Context: an optimization exercise on an open-source flow, tuned for small area, a short achievable clock period and few clock cycles per item. The choices shown serve that exercise and are no tape-out recipe.
Function was checked by simulation only, so behaviour that the tests miss may differ from the original.

06-19:
==> module nearest_palette_colour_quantizer, before the edit <==
module nearest_palette_colour_quantizer #(
  parameter int PALETTE_ENTRIES = npq_pkg::PALETTE_ENTRIES_MAX
) (
  input  wire logic                              clk,
  input  wire logic                              rst,
  input  wire logic                              cfg_valid,
  output logic                                   cfg_ready,
  input  wire logic [npq_pkg::CFG_INDEX_W-1:0]   cfg_index,
  input  wire logic [npq_pkg::PAIR_W-1:0]        cfg_data,
  input  wire logic                              in_valid,
  output logic                                   in_ready,
  input  wire logic [npq_pkg::COLOR_W-1:0]       red,
  input  wire logic [npq_pkg::COLOR_W-1:0]       green,
  input  wire logic [npq_pkg::COLOR_W-1:0]       blue,
  input  wire logic [npq_pkg::COLOR_W-1:0]       alpha,
  output logic                                   out_valid,
  input  wire logic                              out_ready,
  output logic      [npq_pkg::ENTRY_W-1:0]       nearest_entry,
  output logic      [npq_pkg::DIST_W-1:0]        best_distance,
  output logic      [npq_pkg::CODE_W-1:0]        pixel_code,
  output logic                                   is_transparent
);
  logic [23:0] pal [16];
  logic        take, deq;
  logic [3:0]  inflight;           
  logic [3:0]  inflight_nx;
  logic [4:0]  v, t;               
  logic [7:0]  ad1 [16][3];        
  logic [17:0] sqd [16];           
  logic [17:0] gmin [4];           
  logic [1:0]  gidx [4];           
  assign cfg_ready = 1'b1;
  logic [47:0] wd;
  assign wd = cfg_data & {48{!rst}};
  always_ff @(posedge clk) begin
    for (int k = 0; k < 8; k++) begin
      if ((cfg_valid && cfg_index == 4'(k)) || rst) begin
        pal[2*k]   <= wd[23:0];
        pal[2*k+1] <= wd[47:24];
      end
    end
  end
  assign deq      = out_valid && out_ready;
  assign take     = in_valid && in_ready;
  assign inflight_nx = inflight + 4'(take) - 4'(deq);
  always_ff @(posedge clk) begin
    if (rst) begin
      inflight <= '0;
      in_ready <= 1'b1;
      v <= '0;
    end else begin
      inflight <= inflight_nx;
      in_ready <= inflight_nx != 4'd7;
      v <= {v[3:0], take};
    end
  end
  function automatic logic [7:0] absdiff(input logic [7:0] p, input logic [7:0] e);
    logic [7:0] g, t;
    logic [8:0] c0, c1;
    g = p & ~e;
    t = ~(p ^ e);
    c0[0] = 1'b0;
    c1[0] = 1'b1;
    for (int i = 0; i < 8; i++) begin
      c0[i+1] = g[i] | (t[i] & c0[i]);
      c1[i+1] = g[i] | (t[i] & c1[i]);
    end
    absdiff = t ^ (c1[8] ? c1[7:0] : ~c0[7:0]);
  endfunction
  always_ff @(posedge clk) begin
    t <= {t[3:0], alpha != 8'hFF};
    for (int n = 0; n < 16; n++) begin
      ad1[n][0] <= absdiff(red,   pal[n][23:16]);
      ad1[n][1] <= absdiff(green, pal[n][15:8]);
      ad1[n][2] <= absdiff(blue,  pal[n][7:0]);
    end
  end
  for (genvar n = 0; n < 16; n++) begin : g_lane
    npq_lane u_lane (.clk(clk), .a0(ad1[n][0]), .a1(ad1[n][1]), .a2(ad1[n][2]), .sq_dist(sqd[n]));
  end
  function automatic logic [19:0] min4(input logic [17:0] a0, input logic [17:0] a1,
                                       input logic [17:0] a2, input logic [17:0] a3);
    logic c01, c02, c03, c12, c13, c23;
    logic w0, w1, w2, w3;
    c01 = a1 < a0;  c02 = a2 < a0;  c03 = a3 < a0;
    c12 = a2 < a1;  c13 = a3 < a1;  c23 = a3 < a2;
    w0 = !c01 && !c02 && !c03;
    w1 =  c01 && !c12 && !c13;
    w2 =  c02 &&  c12 && !c23;
    w3 =  c03 &&  c13 &&  c23;
    min4[17:0]  = ({18{w0}} & a0) | ({18{w1}} & a1) | ({18{w2}} & a2) | ({18{w3}} & a3);
    min4[19:18] = {w2 | w3, w1 | w3};
  endfunction
  function automatic logic lt18(input logic [17:0] a, input logic [17:0] b);
    logic c;
    c = 1'b0;
    for (int i = 0; i < 18; i++) c = (!a[i] && b[i]) || ((!a[i] || b[i]) && c);
    lt18 = c;
  endfunction
  function automatic logic [19:0] min4r(input logic [17:0] a0, input logic [17:0] a1,
                                        input logic [17:0] a2, input logic [17:0] a3);
    logic c01, c02, c03, c12, c13, c23;
    logic w0, w1, w2, w3;
    c01 = lt18(a1, a0);  c02 = lt18(a2, a0);  c03 = lt18(a3, a0);
    c12 = lt18(a2, a1);  c13 = lt18(a3, a1);  c23 = lt18(a3, a2);
    w0 = !c01 && !c02 && !c03;
    w1 =  c01 && !c12 && !c13;
    w2 =  c02 &&  c12 && !c23;
    w3 =  c03 &&  c13 &&  c23;
    min4r[17:0]  = ({18{w0}} & a0) | ({18{w1}} & a1) | ({18{w2}} & a2) | ({18{w3}} & a3);
    min4r[19:18] = {w2 | w3, w1 | w3};
  endfunction
  always_ff @(posedge clk) begin
    for (int q = 0; q < 4; q++) begin
      {gidx[q], gmin[q]} <= min4r(sqd[4*q], sqd[4*q+1], sqd[4*q+2], sqd[4*q+3]);
    end
  end
  logic [19:0] fin;
  logic [22:0] res;                
  always_comb begin
    fin = min4(gmin[0], gmin[1], gmin[2], gmin[3]);
    res[22]    = t[3];
    res[17:0]  = fin[17:0];
    case (fin[19:18])
      2'd0: res[21:18] = {2'd0, gidx[0]};
      2'd1: res[21:18] = {2'd1, gidx[1]};
      2'd2: res[21:18] = {2'd2, gidx[2]};
      default: res[21:18] = {2'd3, gidx[3]};
    endcase
  end
  logic [22:0] res5;
  always_ff @(posedge clk) res5 <= res;
  logic [22:0] q [7];
  logic [3:0]  qcount;
  logic [3:0]  qcount_nx;
  logic [3:0]  wpos;
  assign wpos = qcount - 4'(deq);
  assign qcount_nx = qcount + 4'(v[4]) - 4'(deq);
  always_ff @(posedge clk) begin
    for (int i = 0; i < 7; i++) begin
      if (v[4] && wpos == 4'(i)) begin
        q[i] <= res5;
      end else if (deq) begin
        q[i] <= (i == 6) ? q[i] : q[(i == 6) ? i : i + 1];
      end
    end
  end
  always_ff @(posedge clk) begin
    if (rst) begin
      qcount <= '0;
      out_valid <= 1'b0;
    end else begin
      qcount <= qcount_nx;
      out_valid <= qcount_nx != 4'd0;
    end
  end
  assign is_transparent = q[0][22];
  assign nearest_entry  = q[0][21:18];
  assign best_distance  = q[0][17:0];
  assign pixel_code     = {q[0][21:18] & {4{!q[0][22]}}, {4{q[0][22]}}};
endmodule
export LEC_CHECK = 0
export CAP_MARGIN = 20
export CORE_MARGIN = 2
export CORE_UTILIZATION = 50
export CTS_CLUSTER_DIAMETER = 100
export CTS_CLUSTER_SIZE = 30
export SETUP_SLACK_MARGIN = 2.8
export SLEW_MARGIN = 20
create_clock -name core_clock -period 6.0 [get_ports {clk}]
run.sh (not shown) runs the stock make flow with config.mk's settings and CLKGATE_MAP_FILE= SYNTH_SCRIPT=/design/flow/synth_recipe.tcl, a recipe that flattens the netlist after the stock synthesis.
Testbench counts of 06-19, summed over its fixed seeds: cycles 16,048, items 16,000.
The following lists how 12-02 was set up differently from 06-19:
--- a/flow/design.v
+++ b/flow/design.v
@@ -655,8 +655,11 @@
 );
   logic [23:0] pal [16];
+  logic [7:0]  wr_pair;            
+  logic [47:0] wr_data;
   logic        take, deq;
   logic [3:0]  inflight;           
   logic [3:0]  inflight_nx;
-  logic [4:0]  v, t;               
+  logic [5:0]  v, t;               
+  logic [23:0] px0;                
   logic [7:0]  ad1 [16][3];        
   logic [17:0] sqd [16];           
@@ -664,9 +667,15 @@
   logic [1:0]  gidx [4];           
   assign cfg_ready = 1'b1;
+  always_ff @(posedge clk) begin
+    wr_data <= cfg_data;
+    for (int k = 0; k < 8; k++) begin
+      wr_pair[k] <= !rst && cfg_valid && cfg_index == 4'(k);
+    end
+  end
   logic [47:0] wd;
-  assign wd = cfg_data & {48{!rst}};
+  assign wd = wr_data & {48{!rst}};
   always_ff @(posedge clk) begin
     for (int k = 0; k < 8; k++) begin
-      if ((cfg_valid && cfg_index == 4'(k)) || rst) begin
+      if (wr_pair[k] || rst) begin
         pal[2*k]   <= wd[23:0];
         pal[2*k+1] <= wd[47:24];
@@ -684,6 +693,6 @@
     end else begin
       inflight <= inflight_nx;
-      in_ready <= inflight_nx != 4'd7;
-      v <= {v[3:0], take};
+      in_ready <= inflight_nx != 4'd8;
+      v <= {v[4:0], take};
     end
   end
@@ -702,9 +711,10 @@
   endfunction
   always_ff @(posedge clk) begin
-    t <= {t[3:0], alpha != 8'hFF};
+    px0 <= {red, green, blue};
+    t <= {t[4:0], alpha != 8'hFF};
     for (int n = 0; n < 16; n++) begin
-      ad1[n][0] <= absdiff(red,   pal[n][23:16]);
-      ad1[n][1] <= absdiff(green, pal[n][15:8]);
-      ad1[n][2] <= absdiff(blue,  pal[n][7:0]);
+      ad1[n][0] <= absdiff(px0[23:16], pal[n][23:16]);
+      ad1[n][1] <= absdiff(px0[15:8],  pal[n][15:8]);
+      ad1[n][2] <= absdiff(px0[7:0],   pal[n][7:0]);
     end
   end
@@ -753,5 +763,5 @@
   always_comb begin
     fin = min4(gmin[0], gmin[1], gmin[2], gmin[3]);
-    res[22]    = t[3];
+    res[22]    = t[4];
     res[17:0]  = fin[17:0];
     case (fin[19:18])
@@ -764,16 +774,16 @@
   logic [22:0] res5;
   always_ff @(posedge clk) res5 <= res;
-  logic [22:0] q [7];
+  logic [22:0] q [8];
   logic [3:0]  qcount;
   logic [3:0]  qcount_nx;
   logic [3:0]  wpos;
   assign wpos = qcount - 4'(deq);
-  assign qcount_nx = qcount + 4'(v[4]) - 4'(deq);
+  assign qcount_nx = qcount + 4'(v[5]) - 4'(deq);
   always_ff @(posedge clk) begin
-    for (int i = 0; i < 7; i++) begin
-      if (v[4] && wpos == 4'(i)) begin
+    for (int i = 0; i < 8; i++) begin
+      if (v[5] && wpos == 4'(i)) begin
         q[i] <= res5;
       end else if (deq) begin
-        q[i] <= (i == 6) ? q[i] : q[(i == 6) ? i : i + 1];
+        q[i] <= (i == 7) ? q[i] : q[(i == 7) ? i : i + 1];
       end
     end
Findings:
Comparing 12-02 and 06-19, the lower detailed placer's ending HPWL is on 12-02.
12-02 vs. 06-19: final clock period utilization by the worst path grew by 0.21 points, portion of the layout cell area used by clock cells grew by 0.20 points, maximum operating frequency shrank by 0.37%, share of the final layout cell area in multi-input gates shrank by 0.61 points.
[12-02] number of antenna cells inserted fell 52 relative to 06-19
[compare] base=06-19 new=12-02: met3 wire length dropped about 9%; count of endpoints failing hold in the final timing report comparable.
From 06-19 to 12-02 the numbers moved as follows: wire length of the first global-routing pass higher, final area higher.
Looking at die area across both flows, 12-02 is the weaker of the two, with 06-19 ahead.
12-02 gives less non-clock buffer count than 06-19 did.
ad1[15][3] as the critical path launch point was reported by 12-02, and ad1[28][5] by 06-19.
Testbench counts of 12-02, summed over its fixed seeds: cycles 16,056, items 16,000.

[static timing again, ports no longer ideal]
No port has a modelled driver above. Below, the same layouts with a new extraction and two added sets of constraints. Step 1 sets driving cells, clkbuf_16 on the clock port and buf_2 on the other inputs (assumed; they add their load-dependent delay and slew). Step 2 adds t to the input delays and takes it off the output delays; t is the mean of the earliest and latest rising clock arrival at the registers after step 1. Input paths then give back, and output paths get back, about the clock's delay inside the block. Slacks: no drivers / after step 1 / after step 2; pairs: no drivers / after step 1.
| run | shift t [ns] | slack for setup (ns) | worst setup path at the end | pins driven straight from the clock port |
|---|---|---|---|---|
| 06-19 | 0.863 | 2.673 / 2.673 / 2.068 | input to register | 1 |
| 12-02 | 0.894 | 2.660 / 2.660 / 2.019 | input to register | 1 |
After both steps every run listed still meets setup and hold. The setup slack of 12-02, which loses most, moves by 0.000 ns with the drivers and by -0.641 ns with both steps.
